This is an optimization exercise on Yosys and OpenROAD, whose aim is small area, a short achievable clock period and few clock cycles per item, not a production implementation. Function was checked by simulation only, so behaviour that the tests miss may differ from the original. Power is estimated from default activity; no workload was simulated.

===== flow/config.mk =====
export PLATFORM = sky130hd
export DESIGN_NAME = isit_top
export DESIGN_NICKNAME = isit_top
export VERILOG_FILES = /design/flow/design.v
export SDC_FILE = /design/flow/constraint.sdc
export NUM_CORES = 4
export LEC_CHECK = 0
export CAP_MARGIN = 35
export CORE_MARGIN = 2
export CORE_UTILIZATION = 25
export PLACE_DENSITY = 0.4
export SETUP_SLACK_MARGIN = 1.0
export SLEW_MARGIN = 35

===== flow/constraint.sdc =====
create_clock -name core_clock -period 6.5 [get_ports {clk}]
set_input_delay 1.3000 -clock core_clock [delete_from_list [all_inputs] [get_ports {clk}]]
set_output_delay 1.3000 -clock core_clock [all_outputs]
set_load 0.01 [all_outputs]

===== flow/design.v =====
package isit_pkg;
  localparam int SLOT_COUNT_DEF = 30;
  localparam logic [7:0] MARK_DELETED   = 8'hFF;
  localparam logic [7:0] MARK_UNDEFINED = 8'hFE;
  typedef enum logic [3:0] {
    MODE_SET        = 4'd0,
    MODE_READ_ORDER = 4'd1,
    MODE_FIND       = 4'd2,
    MODE_NEXT       = 4'd3,
    MODE_SHIFT      = 4'd4,
    MODE_CLOSE      = 4'd5,
    MODE_REBUILD    = 4'd6,
    MODE_FREE       = 4'd7,
    MODE_CLEAR      = 4'd8
  } mode_t;
  typedef struct packed {
    logic [3:0] mode;
    logic [7:0] slot_address;
    logic [7:0] slot_value;
    logic [7:0] query_index;
  } in_req_t;
  typedef struct packed {
    logic [7:0] answer;
    logic       bad_address;
    logic       table_changed;
    logic [7:0] visible_total;
    logic [7:0] sum_out;
    logic [7:0] xor_out;
  } out_res_t;
  typedef enum logic [3:0] {
    ST_IDLE,
    ST_SET_RD,
    ST_SET_WR,
    ST_MAP_RD,
    ST_SCAN_RD,
    ST_SCAN_EV,
    ST_GAP_WR,
    ST_REB_CLR,
    ST_REB_RD,
    ST_REB_EV,
    ST_FILL_CHK,
    ST_FILL_EV,
    ST_DONE
  } state_t;
  typedef enum logic [1:0] {
    RSEL_REQ,
    RSEL_SCAN,
    RSEL_FREE
  } rd_sel_t;
  typedef struct packed {
    logic    load;
    logic    slot_rd;
    rd_sel_t rd_sel;
    logic    set_wr;
    logic    scan_ev;
    logic    gap_wr;
    logic    reb_clr;
    logic    reb_ev;
    logic    fill_skip;
    logic    fill_ev;
    logic    map_rd;
    logic    finish;
  } cmd_t;
  typedef struct packed {
    logic       bad;
    logic       scan_last;
    logic       outer_last;
    logic       fill_done;
    logic       map_j_vld;
    logic [3:0] mode;
  } sts_t;
endpackage
module isit_top (
  input  logic       clk,
  input  logic       rst_n,
  input  logic       start,
  output logic       busy,
  input  logic [3:0] in_mode,
  input  logic [7:0] in_slot_address,
  input  logic [7:0] in_slot_value,
  input  logic [7:0] in_query_index,
  output logic       out_valid,
  output logic [7:0] out_answer,
  output logic       out_bad_address,
  output logic       out_table_changed,
  output logic [7:0] out_visible_total,
  output logic [7:0] out_sum,
  output logic [7:0] out_xor
);
  localparam int N = 30;
  function automatic [N-1:0] first_oh(input [N-1:0] x);
    reg [N-1:0] p;
    begin
      p = x;
      for (int d = 1; d < N; d = d * 2) p = p | (p << d);
      first_oh = x & ~(p << 1);
    end
  endfunction
  function automatic [N-1:0] from_first(input [N-1:0] x);
    reg [N-1:0] p;
    begin
      p = x;
      for (int d = 1; d < N; d = d * 2) p = p | (p << d);
      from_first = p;
    end
  endfunction
  function automatic [4:0] enc(input [N-1:0] oh);
    begin
      enc = 5'd0;
      for (int i = 0; i < N; i++) if (oh[i]) enc = enc | 5'(i);
    end
  endfunction
  function automatic lt5(input [4:0] a, input [4:0] b);
    reg [4:0] g, p;
    begin
      g = ~a & b;
      p = ~a | b;
      lt5 = g[4] | (p[4] & g[3]) | (p[4] & p[3] & g[2]) | (p[4] & p[3] & p[2] & g[1]) |
            (p[4] & p[3] & p[2] & p[1] & g[0]);
    end
  endfunction
  function automatic [N-1:0] dec30(input [4:0] v);
    reg [3:0] l;
    reg [7:0] h;
    begin
      for (int i = 0; i < 4; i++) l[i] = (v[1:0] == 2'(i));
      for (int i = 0; i < 8; i++) h[i] = (v[4:2] == 3'(i));
      for (int j = 0; j < N; j++) dec30[j] = h[j / 4] & l[j % 4];
    end
  endfunction
  function automatic [2:0] pe8hi(input [7:0] m);
    begin
      pe8hi[2] = |m[7:4];
      pe8hi[1] = (|m[7:6]) | (~|m[7:4] & (|m[3:2]));
      pe8hi[0] = m[7] | (~m[6] & m[5]) | (~|m[6:4] & m[3]) | (~|m[6:2] & m[1]);
    end
  endfunction
  function automatic [3:0] cnt8(input [7:0] x);
    reg [1:0] a, b, c, d;
    begin
      a = 2'(x[0]) + 2'(x[1]);
      b = 2'(x[2]) + 2'(x[3]);
      c = 2'(x[4]) + 2'(x[5]);
      d = 2'(x[6]) + 2'(x[7]);
      cnt8 = 4'(3'(a) + 3'(b)) + 4'(3'(c) + 3'(d));
    end
  endfunction
  function automatic [4:0] popcnt(input [N-1:0] x);
    reg [1:0] c2 [16];
    reg [2:0] c4 [8];
    reg [3:0] c8 [4];
    reg [31:0] y;
    begin
      y = {2'b00, x};
      for (int i = 0; i < 16; i++) c2[i] = 2'(y[2*i]) + 2'(y[2*i+1]);
      for (int i = 0; i < 8; i++)  c4[i] = 3'(c2[2*i]) + 3'(c2[2*i+1]);
      for (int i = 0; i < 4; i++)  c8[i] = 4'(c4[2*i]) + 4'(c4[2*i+1]);
      popcnt = (5'(c8[0]) + 5'(c8[1])) + (5'(c8[2]) + 5'(c8[3]));
    end
  endfunction
  logic       req_v;
  logic       op_set, op_read, op_find, op_next, op_shift, op_close, op_reb, op_free, op_clear;
  logic [4:0] req_addr;
  logic       set_ok;
  logic [7:0] req_val;
  logic [4:0] lo;                    
  logic       lo_ok;                 
  logic [7:0] key;                   
  logic [4:0] cnt;                   
  logic       ph;                    
  logic [4:0] t_r;                   
  logic       t_ok;                  
  logic       cchg;                  
  logic [3:0] sh_c8_r [4];           
  logic [4:0] sh_par_r;              
  logic       sh_any_r;              
  logic [4:0] cg_r, cb_r;            
  logic       cm_r;                  
  logic       map_chg_r;             
  logic [2:0] ub_r [8];              
  logic [4:0] up_r [8];              
  logic       map_chg_r2;            
  logic [7:0]   slot [N];
  logic [4:0]   omap [N];            
  logic         map_rst;             
  logic [N-1:0] fsnap;               
  logic [4:0]   fp [8];              
  logic [4:0]   vis_r;
  logic [7:0]   sum_r, xor_r;
  logic       out_v_r, bad_r, chg_r;
  logic [7:0] ans_r;
  logic [N-1:0] vis, free, ge;
  logic [4:0]   lz [N];              
  logic [N-1:0] pres;                
  logic [N-1:0] thr;                 
  always_comb begin
    for (int s = 0; s < N; s++) begin
      vis[s]  = ~|slot[s][7:5] & ~&slot[s][4:1];
      free[s] = &slot[s];
      ge[s]   = vis[s] && lo_ok && !lt5(slot[s][4:0], lo);
      lz[s]   = {~|slot[s][3:0], ~|slot[s][2:0], ~|slot[s][1:0], ~slot[s][0], 1'b1};
    end
    pres = '0;
    for (int s = 0; s < N; s++) pres = pres | ({N{vis[s]}} & dec30(slot[s][4:0]));
    for (int v = 0; v < N; v++) thr[v] = lo_ok && !lt5(5'(v), lo);
  end
  logic [N-1:0] gap, boh;
  logic [4:0]   g_enc, b_enc;
  logic         b_any;
  always_comb begin
    logic [N-1:0] y, x;
    y     = ~pres & thr;
    gap   = first_oh(y);
    x     = op_close ? (pres & (from_first(y) << 1)) : (pres & thr);
    b_any = |x;
    boh   = first_oh(x);
    g_enc = enc(gap);
    b_enc = enc(boh);
  end
  logic [N-1:0] eq, foh;
  logic [4:0]   fidx;
  logic         fany;
  always_comb begin
    logic [7:0]   k;
    logic [N-1:0] fsel;
    k = (op_next || op_close) ? {3'd0, cb_r} : key;
    for (int s = 0; s < N; s++) eq[s] = (slot[s] == k);
    fsel = op_free ? free : eq;
    fany = |fsel;
    foh  = first_oh(fsel);
    fidx = enc(foh);
  end
  logic [N-1:0] adec;
  logic [7:0]   set_old;
  always_comb begin
    set_old = 8'd0;
    for (int s = 0; s < N; s++) begin
      adec[s] = set_ok && (req_addr == 5'(s));
      set_old = set_old | ({8{adec[s]}} & slot[s]);
    end
  end
  logic [3:0] sh_c8 [4];
  logic [4:0] sh_cnt;
  always_comb begin
    logic [31:0] y;
    y = {2'b00, op_shift ? ge : vis};
    for (int k = 0; k < 4; k++) sh_c8[k] = cnt8(y[8*k +: 8]);
    sh_cnt = (5'(sh_c8_r[0]) + 5'(sh_c8_r[1])) + (5'(sh_c8_r[2]) + 5'(sh_c8_r[3]));
  end
  logic [4:0] tq, t_in;
  logic [4:0] up [8];
  logic [31:0] u;
  logic [2:0] ub [8];
  always_comb begin
    for (int j = 0; j < 32; j++) u[j] = (j < N) && (omap[j % N] == 5'd31);
    for (int k = 0; k < 8; k++) ub[k] = 3'(u[4*k]) + 3'(u[4*k+1]) + 3'(u[4*k+2]) + 3'(u[4*k+3]);
  end
  always_comb begin
    up[0] = 5'd0;
    up[1] = 5'(ub_r[0]);
    up[2] = 5'(ub_r[0]) + 5'(ub_r[1]);
    up[3] = up[2] + 5'(ub_r[2]);
    up[4] = up[2] + (5'(ub_r[2]) + 5'(ub_r[3]));
    up[5] = up[4] + 5'(ub_r[4]);
    up[6] = up[4] + (5'(ub_r[4]) + 5'(ub_r[5]));
    up[7] = up[6] + 5'(ub_r[6]);
  end
  always_comb begin
    logic [3:0]  blk;
    logic [4:0]  base;
    tq = (op_read && !t_ok) ? lo : in_query_index[4:0];
    base = 5'd0;
    blk  = 4'd0;
    for (int k = 0; k < 8; k++) if (tq[4:2] == 3'(k)) begin
      base = up_r[k];
      blk  = u[4*k +: 4];
    end
    case (tq[1:0])
      2'd0: t_in = base;
      2'd1: t_in = base + 5'(blk[0]);
      2'd2: t_in = base + 5'(blk[0]) + 5'(blk[1]);
      default: t_in = base + 5'(blk[0]) + 5'(blk[1]) + 5'(blk[2]);
    endcase
  end
  logic [4:0] sh_par;
  always_comb begin
    for (int b = 0; b < 5; b++) begin
      logic p;
      p = 1'b0;
      for (int s = 0; s < N; s++) p = p ^ (ge[s] && lz[s][b]);
      sh_par[b] = p;
    end
  end
  logic close_mv;
  assign close_mv = op_close && ph && cm_r;
  logic [4:0] gv   [8];
  logic [7:0] gvis;
  logic [N-1:0] mt_any;
  logic [2:0] mt_off [N];
  logic [N-1:0] gdec [8];
  always_comb begin
    for (int o = 0; o < 8; o++) begin
      gv[o]   = 5'd0;
      gvis[o] = 1'b0;
      for (int g = 0; g < 4; g++) begin
        if (8 * g + o < N && cnt[1:0] == 2'(g)) begin
          gv[o]   = slot[8 * g + o][4:0];
          gvis[o] = vis[8 * g + o];
        end
      end
    end
    for (int o = 0; o < 8; o++) gdec[o] = {N{gvis[o]}} & dec30(gv[o]);
    for (int j = 0; j < N; j++) begin
      logic [7:0] m;
      for (int o = 0; o < 8; o++) m[o] = gdec[o][j];
      mt_any[j] = |m;
      mt_off[j] = pe8hi(m);
    end
  end
  logic [2:0] bc [8];
  logic [4:0] na [8], nb [8];
  always_comb begin
    logic [31:0] f;
    f = {2'b00, fsnap};
    for (int k = 0; k < 8; k++) bc[k] = 3'(f[4*k]) + 3'(f[4*k+1]) + 3'(f[4*k+2]) + 3'(f[4*k+3]);
    na[1] = fp[0];
    na[2] = fp[0] + fp[1];
    na[3] = fp[0] + fp[1] + fp[2];
    na[4] = (fp[0] + fp[1]) + (fp[2] + fp[3]);
    na[5] = fp[4];
    na[6] = fp[4] + fp[5];
    na[7] = fp[4] + fp[5] + fp[6];
    na[0] = (fp[4] + fp[5]) + (fp[6] + fp[7]);
    for (int k = 1; k < 5; k++) nb[k] = fp[k];
    for (int k = 5; k < 8; k++) nb[k] = fp[4] + fp[k];
    nb[0] = fp[4] + fp[0];
  end
  logic       sel_ok;
  logic [4:0] sel_idx;
  always_comb begin
    logic [31:0] f;
    logic [7:0]  c, boh;
    logic [4:0]  pb;
    logic [3:0]  fb;
    logic [1:0]  r, i2;
    logic [2:0]  blk;
    f = {2'b00, fsnap};
    c[0] = 1'b1;
    for (int k = 1; k < 8; k++) c[k] = !lt5(t_r, fp[k]);
    for (int k = 0; k < 7; k++) boh[k] = c[k] && !c[k+1];
    boh[7] = c[7];
    pb  = 5'd0;
    fb  = 4'd0;
    blk = 3'd0;
    for (int k = 0; k < 8; k++) if (boh[k]) begin
      pb  = pb | ((k == 0) ? 5'd0 : fp[k]);
      fb  = fb | f[4*k +: 4];
      blk = blk | 3'(k);
    end
    r  = t_r[1:0] - pb[1:0];
    case (r)
      2'd0: i2 = fb[0] ? 2'd0 : fb[1] ? 2'd1 : fb[2] ? 2'd2 : 2'd3;
      2'd1: i2 = (fb[0] && fb[1]) ? 2'd1 : ((fb[0] || fb[1]) && fb[2]) ? 2'd2 : 2'd3;
      2'd2: i2 = (fb[0] && fb[1] && fb[2]) ? 2'd2 : 2'd3;
      default: i2 = 2'd3;
    endcase
    sel_idx = {blk, i2};
    sel_ok  = lt5(t_r, fp[0]);
  end
  logic done, acc;
  always_comb begin
    if (op_close)      done = ph && !cm_r;
    else if (op_next)  done = ph;
    else if (op_reb)   done = (cnt[1:0] == 2'd3);
    else if (op_read)  done = t_ok;
    else if (op_shift) done = ph;
    else               done = req_v;
    busy = req_v && !done;
    acc  = start && !busy;
  end
  logic [7:0] answer;
  logic [4:0] map_q;
  always_comb begin
    map_q = 5'd31;
    for (int j = 0; j < N; j++) if (lo == 5'(j)) map_q = omap[j];
    answer = 8'd0;
    if (op_read) begin
      if (!lo_ok)              answer = 8'd30;
      else if (map_rst)        answer = 8'd254;
      else if (map_q != 5'd31) answer = {3'd0, map_q};
      else if (sel_ok)         answer = {3'd0, sel_idx};
      else                     answer = 8'd254;
    end else if (op_find || op_free) begin
      answer = fany ? {3'd0, fidx} : 8'd30;
    end else if (op_next) begin
      answer = cm_r ? {3'd0, fidx} : 8'd30;
    end
  end
  logic [N-1:0] hit;
  logic [4:0]   wdata;
  logic [7:0]   sum_a, sum_b;
  always_comb begin
    wdata = op_set ? req_val[4:0] : cg_r;
    for (int s = 0; s < N; s++) hit[s] = (op_set && adec[s]) || (close_mv && foh[s]);
    sum_a = 8'd0;
    sum_b = 8'd0;
    if (op_set && set_ok) begin
      sum_a = req_val;
      sum_b = set_old;
    end else if (op_shift && ph) begin
      sum_b = {3'd0, sh_cnt};
    end else if (close_mv) begin
      sum_a = {3'd0, cg_r};
      sum_b = {3'd0, cb_r};
    end
  end
  always_ff @(posedge clk) begin
    if (!rst_n) begin
      req_v   <= 1'b0;
      cm_r    <= 1'b0;
      map_chg_r <= 1'b1;
      map_chg_r2 <= 1'b1;
      {op_set, op_read, op_find, op_next, op_shift, op_close, op_reb, op_free, op_clear} <= '0;
      out_v_r <= 1'b0;
      map_rst <= 1'b1;
      vis_r   <= '0;
      sum_r   <= 8'd226;
      xor_r   <= 8'd0;
      for (int s = 0; s < N; s++) slot[s] <= 8'hFF;
    end else begin
      out_v_r <= done;
      if (acc) begin
        req_v    <= 1'b1;
        op_set   <= (in_mode == 4'd0);
        op_read  <= (in_mode == 4'd1);
        op_find  <= (in_mode == 4'd2);
        op_next  <= (in_mode == 4'd3);
        op_shift <= (in_mode == 4'd4);
        op_close <= (in_mode == 4'd5);
        op_reb   <= (in_mode == 4'd6);
        op_free  <= (in_mode == 4'd7);
        op_clear <= (in_mode == 4'd8);
        req_addr <= in_slot_address[4:0];
        set_ok   <= (in_slot_address < 8'd30);
        req_val  <= in_slot_value;
        if (in_mode == 4'd4) begin
          lo    <= in_query_index[4:0] + 5'd1;
          lo_ok <= (in_query_index < 8'd29);
        end else if (in_mode == 4'd5) begin
          lo    <= 5'd0;
          lo_ok <= 1'b1;
        end else begin
          lo    <= in_query_index[4:0];
          lo_ok <= (in_query_index < 8'd30);
        end
        key      <= in_query_index;
        t_r      <= t_in;
        t_ok     <= !(op_reb || op_clear || map_chg_r || map_chg_r2);
        cnt      <= '0;
        ph       <= 1'b0;
        cchg     <= 1'b0;
      end else if (done) begin
        req_v <= 1'b0;
        {op_set, op_read, op_find, op_next, op_shift, op_close, op_reb, op_free, op_clear} <= '0;
      end else begin
        cnt  <= cnt + 5'd1;
        ph   <= op_close ? !ph : 1'b1;
        if (close_mv) begin
          lo    <= cg_r + 5'd1;
          lo_ok <= (cg_r != 5'd29);
        end
        cchg <= cchg | close_mv;
        t_r  <= t_in;
        t_ok <= !(map_chg_r || map_chg_r2);
      end
      for (int k = 0; k < 4; k++) sh_c8_r[k] <= sh_c8[k];
      sh_par_r <= sh_par;
      sh_any_r <= |ge;
      cm_r     <= b_any;
      cg_r     <= g_enc;
      cb_r     <= b_enc;
      map_chg_r <= op_reb || op_clear;
      for (int k = 0; k < 8; k++) up_r[k] <= up[k];
      for (int k = 0; k < 8; k++) ub_r[k] <= ub[k];
      map_chg_r2 <= map_chg_r;
      if (done) begin
        ans_r <= answer;
        bad_r <= op_set && !set_ok;
        if (op_set)        chg_r <= set_ok && (set_old != req_val);
        else if (op_shift) chg_r <= sh_any_r;
        else if (op_close) chg_r <= cchg;
        else if (op_clear) chg_r <= ~&free;
        else               chg_r <= 1'b0;
      end
      for (int s = 0; s < N; s++) begin
        if (op_clear) begin
          slot[s] <= 8'hFF;
        end else if (hit[s]) begin
          slot[s][4:0] <= wdata;
          if (op_set) slot[s][7:5] <= req_val[7:5];
        end else if (op_shift && !ph && ge[s]) begin
          for (int b = 0; b < 5; b++) if (lz[s][b]) slot[s][b] <= ~slot[s][b];
        end
      end
      if (op_clear) begin
        sum_r <= 8'd226;
        xor_r <= 8'd0;
      end else begin
        sum_r <= sum_r + sum_a - sum_b;
        xor_r <= xor_r ^ ((op_shift && ph) ? {3'd0, sh_par_r} : sum_a ^ sum_b);
      end
      if (op_clear) begin
        for (int j = 0; j < N; j++) omap[j] <= 5'd31;
        fsnap   <= '1;
        for (int k = 0; k < 8; k++) fp[k] <= (k == 0) ? 5'd30 : 5'(4 * k);
        map_rst <= 1'b0;
        vis_r   <= '0;
      end else if (op_reb) begin
        for (int j = 0; j < N; j++) begin
          if (mt_any[j])           omap[j] <= {cnt[1:0], mt_off[j]};
          else if (cnt[1:0] == 0)  omap[j] <= 5'd31;
        end
        if (cnt[1:0] == 2'd0) fsnap <= free;
        if (cnt[1:0] == 2'd1) begin
          vis_r <= sh_cnt;
          for (int k = 0; k < 8; k++) fp[k] <= 5'(bc[k]);
        end
        if (cnt[1:0] == 2'd2) begin
          for (int k = 0; k < 8; k++) fp[k] <= na[k];
        end
        if (cnt[1:0] == 2'd3) begin
          for (int k = 0; k < 8; k++) fp[k] <= nb[k];
        end
        map_rst <= 1'b0;
      end
    end
  end
  assign out_valid         = out_v_r;
  assign out_answer        = ans_r;
  assign out_bad_address   = bad_r;
  assign out_table_changed = chg_r;
  assign out_visible_total = {3'd0, vis_r};
  assign out_sum           = sum_r;
  assign out_xor           = xor_r;
endmodule

===== flow/run.sh =====
#!/bin/bash
# synth_recipe.tcl (not shown) runs the flow's synth.tcl, then flattens the netlist and writes it again
# the make line also repeats each setting of config.mk as NAME=value (left out here)
make -C /OpenROAD-flow-scripts/flow DESIGN_CONFIG=/design/flow/config.mk WORK_HOME=/design/flow/orfs CLKGATE_MAP_FILE= SYNTH_SCRIPT=/design/flow/synth_recipe.tcl finish

==> flow_summary.ini, run 1 <==
[outcome]
status = no timing/DRC/antenna violations

[timing]
fin_crit_ps = 5710
worst_slew_pin_slew_ps = 1110
finalCritPeriodShare = 0.878
holdWs_ps = 444
rsz0062_at_grt = yes
finClkSkew_ps = 70.2
finalSetupViolCount = 0
finalHoldViolations = 0
fin_tns_setup_ps = 0
report.final.slew_viol_count = 0
slew_headroom = 0.250
max_freq_mhz = 175

[hold_path]
hold_end = map_chg_r2$_SDFF_PN1_
hold_start = map_chg_r$_SDFF_PN1_
hold_class = register to register
hold_depth = 1

[critical_path]
crit_chain = buf_4 > nand2_1 > nor2_1 > a2111oi_2 > buf_4 > o21ai_0 > a211o_1 > or4_1 > nor2_1 > xnor2_1 > xnor2_2 > xor2_1 > xnor2_1 > xnor3_1
arrival_ps = 6200
critical_path_class = register to register
r2r-start = slot[24][3]$_SDFFE_PP1P_
r2r_setup_slack_ps = 790
crit_path_max_fanout = 11
regToRegEndpoint = sh_par_r[4]$_DFFE_PP_
cp_num_buf_inv = 2
cp_slowest_stage_delay_ps = 700
rr_worst_depth = 14
endpoint_kind = register
worstPathRequired_ps = 7000
slowest_stage = or4_1
cp-start-kind = register
cpLargestDelayFamily = XOR/XNOR gates

[synth]
synth_area_leaders = edfxtp_1 17%, dfxtp_1 9.0%, nand2_1 6.5%
synth_area_sq_um = 61700
yosys.area.top_type = edfxtp_1
synth_top_area_share = 0.170
ys_seq_elements = 626
async_reset_ff_frac = 0
ys.flop_type = edfxtp_1
synth_cells = 8082
synth.avg_cell_area_sq_um = 7.64
synth_seq_area_share = 0.260
synth_warnings = 19
synth_edf_count = 350
yosysUniqueCellTypes = 115

[route]
wl_met1_mm = 248
wirelength_mm = 632
met2WireLength_mm = 239
vias = 80700
viasPerCell = 6.70
post_drt_wl_per_cell_um = 52.4
met3_length_mm = 81.6
highest_layer = met5
drt-initial-drc-count = 14500
drc = 0
drtAntennaViolNets = 0
dr.pass1.iters = 9

[cells_and_area]
areaGrowthSynthToFinish_pct = 25.2
final_cell_mix = 1,072 x buf_4, 1,071 x nand2_1, 628 x nor2_1, 497 x nand3_1, 350 x edfxtp_1
nets = 8880
fin_area_sq_um = 77300
mostFrequentLayoutCell = buf_4
drive_above_1_share = 0.193
post-route-util = 0.314

[pwr]
power_leakage_nw = 28.0
power_frac_clock = 0.415
switching_share = 0.351
power.internal_mw = 8.12
combPwrFrac = 0.233
power.net_switching_mw = 4.40
fin_total_pwr_mw = 12.5
seqPwrFrac = 0.352
irDropWorstVdd_uv = 210
power_density_nw_per_um2 = 162

[clock_tree]
cts_tree = done
cts_hold_buf = 0
clk_pin_slew_ps = 60
clkSinkCount = 626
insertion_delay_ps = 810
cts-root-buf = clkbuf_16
cts-htree-levels = 3
cts_inserted_buffers = 84
ctsLongestPathBuffers = 3

[floorplanning]
rows = 182
start_util = 0.251
dieArea_sq_um = 251000
die_y_um = 501
core-area_sq_um = 246000
io_pins = 67
die_w_um = 501

[global_route]
gr-total-overflow = 0
gr-usage-all-layers = 0.485
grt_pass1_wl_mm = 791
antenna_found_initial = 119
grt_pass1_vias = 72400
grt_max_degree = 95

[place]
placed_area_sq_um = 73200
io_buffer_count = 63
hpwlAfterDp_mm = 512
gp_congestion = 1.15

[run]
drv_cap = 0
[layer usage]
layer / global-route usage / vias to the layer above
li1: - / 30900
met1: 0.607 / 40800
met2: 0.645 / 7080
met5: 0.000193 / -
met3: 0.199 / 1891
met4: 0.392 / 32
[worst max-delay path by stage]
stage                                  start                      end  slack [ps]  depth (start not counted)
floorplan                  in_query_index[2]         t_r[4]$_DFFE_PP_        1080                         20
global placement     slot[9][2]$_SDFFE_PP1P_    cb_r[3]$_SDFFCE_PP1P_         220                         18
detailed placement           lo[1]$_DFFE_PP_  sh_c8_r[1][1]$_DFFE_PP_         500                         16
CTS                          lo[1]$_DFFE_PP_  sh_c8_r[1][1]$_DFFE_PP_         960                         16
global route           op_close$_SDFFE_PN0P_       ans_r[0]$_DFFE_PP_         950                         15
finish              slot[24][3]$_SDFFE_PP1P_    sh_par_r[4]$_DFFE_PP_         790                         14
[per-stage QoR]
step                      instances  setup WS, ps
after floorplan                8084          1080
after global placement        11700           218
after detailed placement      11800           502
after CTS                     11900           963
after global routing          12000           947
final                         12100           795
[final cells by class]
| type | count | area, sq um |
|---|---|---|
| antenna | 104 | 260 |
| clock buffer | 106 | 2260 |
| clock inverter | 50 | 709 |
| fill | 26400 | 168000 |
| inverter | 249 | 966 |
| multi-input combinational | 6518 | 43400 |
| sequential | 626 | 16100 |
| tap | 3220 | 4030 |
| timing repair buffer | 1178 | 9500 |
[timing repair]
action | 4_1_cts | 5_1_grt
gates cloned | 1 | 1
setup endpoints to repair | 61 | 112
pin swaps | 1 | 13
gates resized for setup | 30 | 77
setup buffers | 7 | 25
[registers in the layout (all words and copies together) (netlist names), 2 cells and up]
signal / flops
req_val: 8
ub_r: 21
fp: 40
cg_r: 5
key: 8
xor_r: 8
vis_r: 5
lo: 5
sh_par_r: 5
t_r: 5
slot: 240
omap: 150
cb_r: 5
fsnap: 30
up_r: 32
sum_r: 8
ans_r: 6
sh_c8_r: 15
cnt: 2
req_addr: 5
[Yosys cell counts, types with 44 or more instances]
master and count:
a21o_1 44, a21oi_1 333, a221oi_1 60, a22o_1 63, a22oi_1 107, and3_1 91, buf_1 78, buf_2 76
clkbuf_1 523, dfxtp_1 276, edfxtp_1 350, fa_1 72, ha_1 120, inv_1 242, maj3_1 100, mux2i_1 202
nand2_1 1074, nand2b_1 151, nand3_1 500, nand4_1 180, nor2_1 660, nor2b_1 171, nor3_1 254, nor4_1 158
nor4b_1 59, o2111ai_1 44, o211ai_1 85, o21ai_0 330, o22ai_1 119, or2_2 65, or3_1 104, xnor2_1 337
xor2_1 194
[power by group through the flow]
stage / Sequential [mW] / Clock [mW] / Combinational [mW]
6_report: 4.41 / 5.19 / 2.92
5_1_grt: 4.42 / 5.36 / 3.01
4_1_cts: 4.41 / 5.25 / 2.77
3_5_place_dp: 4.50 / 0 / 2.75
3_3_place_gp: 4.50 / 0 / 2.74
2_1_floorplan: 4.43 / 0 / 1.46
[logic make-up after synthesis]
group	after synthesis	synth area share
buf+inv	941	0.0598
mux	216	0.0357
compound gates	1680	0.188
fa+ha+maj	292	0.0639
other cells	1	0.0000608
flops	626	0.260
simple gates	3791	0.315
xor+xnor	535	0.0768
Testbench counts, summed over its fixed seeds: cycles 7,498, items 4,000.
==> inputs of run 2 (changes only) <==
--- a/flow/config.mk
+++ b/flow/config.mk
@@ -9,5 +9,5 @@
 export CORE_MARGIN = 2
 export CORE_UTILIZATION = 25
 export PLACE_DENSITY = 0.4
-export SETUP_SLACK_MARGIN = 1.0
+export SETUP_SLACK_MARGIN = 0.6
 export SLEW_MARGIN = 35
==> run 2 against run 1 <==
Still clean. Synthesized area did not move. Via count down 0.52%. Fmax decreased by 4.7%. Final cell count rose by 0.46%.
==> flow_summary.ini, run 2 <==
[outcome]
status = no timing/DRC/antenna violations

[cells_and_area]
mostFrequentLayoutCell = buf_4
final_cell_mix = 1,134 x buf_4, 1,073 x nand2_1, 633 x nor2_1, 500 x nand3_1, 350 x edfxtp_1
largestRegisters = slot (240), omap (150), fp (40)
areaGrowthSynthToFinish_pct = 25.5
fin_area_sq_um = 77500
largest_reg_flops = 240
nets = 8953
largest_register = slot
drive_above_1_share = 0.194

[synth]
yosysUniqueCellTypes = 115
synth_area_sq_um = 61700
synth_seq_area_share = 0.260
synthAdderAreaFrac = 0.0639
synthTopCellsByCount = 1,074 x nand2_1, 660 x nor2_1, 523 x clkbuf_1
synthSimpleGateAreaFrac = 0.315
yosysMostFrequentCell = nand2_1
synthXorXnorAreaFrac = 0.0768
synth_top_family_by_area = simple AND/OR/NAND/NOR gates
synthMuxAreaShare = 0.0357
synth_cells = 8082
ys_seq_elements = 626
synth.avg_cell_area_sq_um = 7.64
async_reset_ff_frac = 0
synth_compound_area_frac = 0.188
synth_top_area_share = 0.170
synth_area_leaders = edfxtp_1 17%, dfxtp_1 9.0%, nand2_1 6.5%
synth_warnings = 19
yosys.area.top_type = edfxtp_1
synth_edf_count = 350
ys.flop_type = edfxtp_1

[timing]
max_freq_mhz = 167
finalCritPeriodShare = 0.921
finClkSkew_ps = 81.8
report.final.slew_viol_count = 0
fin_crit_ps = 5990
slew_headroom = 0.247
holdWs_ps = 437
finalHoldViolations = 0
worst_slew_pin_slew_ps = 1120
rsz0062_at_grt = no
finalSetupViolCount = 0

[route]
drc = 0
drtAntennaViolNets = 0
drt-initial-drc-count = 14500
wirelength_mm = 631
viasPerCell = 6.63
post_drt_wl_per_cell_um = 52.1
vias = 80300
dr.pass1.iters = 8

[clock_tree]
insertion_delay_ps = 810
postCtsResizedCells = 2
cts_tree = done
cts_hold_buf = 0
post_cts_buffers = 0
cts-root-buf = clkbuf_16
ctsLongestPathBuffers = 3
cts_inserted_buffers = 83
clk_pin_slew_ps = 60
clkSinkCount = 626
cts-htree-levels = 3

[critical_path]
worstPathRequired_ps = 7150
arrival_ps = 6640
endpoint_kind = register
critical_path_class = register to register
rr_worst_depth = 16
cp-start-kind = register
crit_path_max_fanout = 8

[hold_path]
hold_class = register to register
hold_depth = 1

[place]
hpwlAfterDp_mm = 516
gp_congestion = 1.10
placed_area_sq_um = 74300
io_buffer_count = 63

[global_route]
grt_max_degree = 78
antenna_found_initial = 117
gr-usage-all-layers = 0.486
grt_pass1_wl_mm = 792
grt_pass1_vias = 72500
gr-total-overflow = 0

[pwr]
seqPwrFrac = 0.359
irDropWorstVdd_uv = 216
combPwrFrac = 0.234
power_density_nw_per_um2 = 159
switching_share = 0.354
power.net_switching_mw = 4.35
power_frac_clock = 0.407
power_leakage_nw = 28.1
power.internal_mw = 7.93

[run]
drv_cap = 0

[floorplanning]
start_util = 0.251
dieArea_sq_um = 251000
die_y_um = 501
die_w_um = 501
io_pins = 67
rows = 182
core-area_sq_um = 246000
-- run 2: cells by family (layout without fill, tap and decap cells) --
kind of cell | Yosys count | after routing
DFF | 626 | 626
buffers and inverters | 941 | 1653
and+or+nand+nor | 3791 | 3791
xor gates and xnor gates | 535 | 535
muxes | 216 | 216
AOI/OAI and AO/OA | 1680 | 1680
other | 1 | 93
adders and majority gates | 292 | 292
-- run 2: worst max-delay path: stages (launching register included) --
cell       delay, ps
dfxtp_1          580
or4b_1           870
nor3_1           930
nor4_2           220
and4_1           280
buf_4            150
a2111oi_4        320
buf_4            220
nand2_2           60
o21ai_0          340
nor4bb_1         380
buf_4            170
o311ai_0         100
buf_4            160
a21oi_1          680
buf_4            230
or4b_1           130
-- run 2: path summary, 6_finish.rpt --
kind                            startpoint                     to  slack (ps)
setup / recovery  slot[11][7]$_SDFFE_PP1P_  cb_r[1]$_SDFFCE_PP1P_         510
hold / removal        map_chg_r$_SDFF_PN1_  map_chg_r2$_SDFF_PN1_         440
setup reg to reg  slot[11][7]$_SDFFE_PP1P_  cb_r[1]$_SDFFCE_PP1P_         510
hold reg to reg       map_chg_r$_SDFF_PN1_  map_chg_r2$_SDFF_PN1_         440
-- run 2: power by group through the flow --
stage / Clock (mW) / Sequential [mW] / Combinational [mW]
finish: 5.00 / 4.41 / 2.88
CTS: 5.04 / 4.41 / 2.76
global placement: 0 / 4.50 / 2.74
global route: 5.18 / 4.42 / 2.97
floorplan: 0 / 4.43 / 1.46
detailed placement: 0 / 4.49 / 2.74
-- run 2: metal layers --
metal	vias up	global-route usage	routed length, um
li1	31100	-	-
met1	40500	0.603	248000
met2	6928	0.646	240000
met3	1709	0.208	81500
met4	32	0.384	60400
met5	-	0.0137	922
-- run 2: area by class of cell --
cell class	instances	area [sq um]
well taps	3220	4030
repair buffers	1253	10200
fillers	26500	168000
clock inverters	41	574
inverters	249	935
clock buffers	110	2250
flip-flops and latches	626	16100
diodes	90	225
multi-input cells	6517	43100
-- run 2: per-stage QoR --
stage                     TNS, ps  total power [mW]  std cells  worst slack (ps)  utilization
after floorplan                 0              5.89       8084               939            -
after global placement       -842              7.23      11800              -268        0.301
after detailed placement        0              7.24      11900               514        0.302
after CTS                       0              12.2      12000               649        0.314
after global routing            0              12.6      12000               627        0.315
final                           0              12.3      12100               514        0.315

## what the ideal ports hide
Ports are ideal in the flow. The routed layouts listed here were re-timed in OpenROAD. Step 1 assumes that a clkbuf_16 drives the clock port and a buf_2 every other input. Step 2, shift: input delay + t, output delay - t, t = (earliest + latest rising clock arrival at the registers) / 2. This alone moves slack from input paths to output paths. a / b / c = ideal / step 1 / step 2; a / b = the first two.
run | t, ns | setup slack, ns | hold WS [ns] | cell pins on the clock port's net
run 1 | 0.880 | 0.795 / 0.795 / 0.603 | 0.444 / 0.444 / 0.444 | 1
run 2 | 0.865 | 0.514 / 0.514 / 0.514 | 0.437 / 0.437 / 0.437 | 1
After both steps setup and hold are still met in every run listed. For run 1, which loses most, drivers alone change the setup slack by 0.000 ns; drivers and shift together by -0.192 ns.
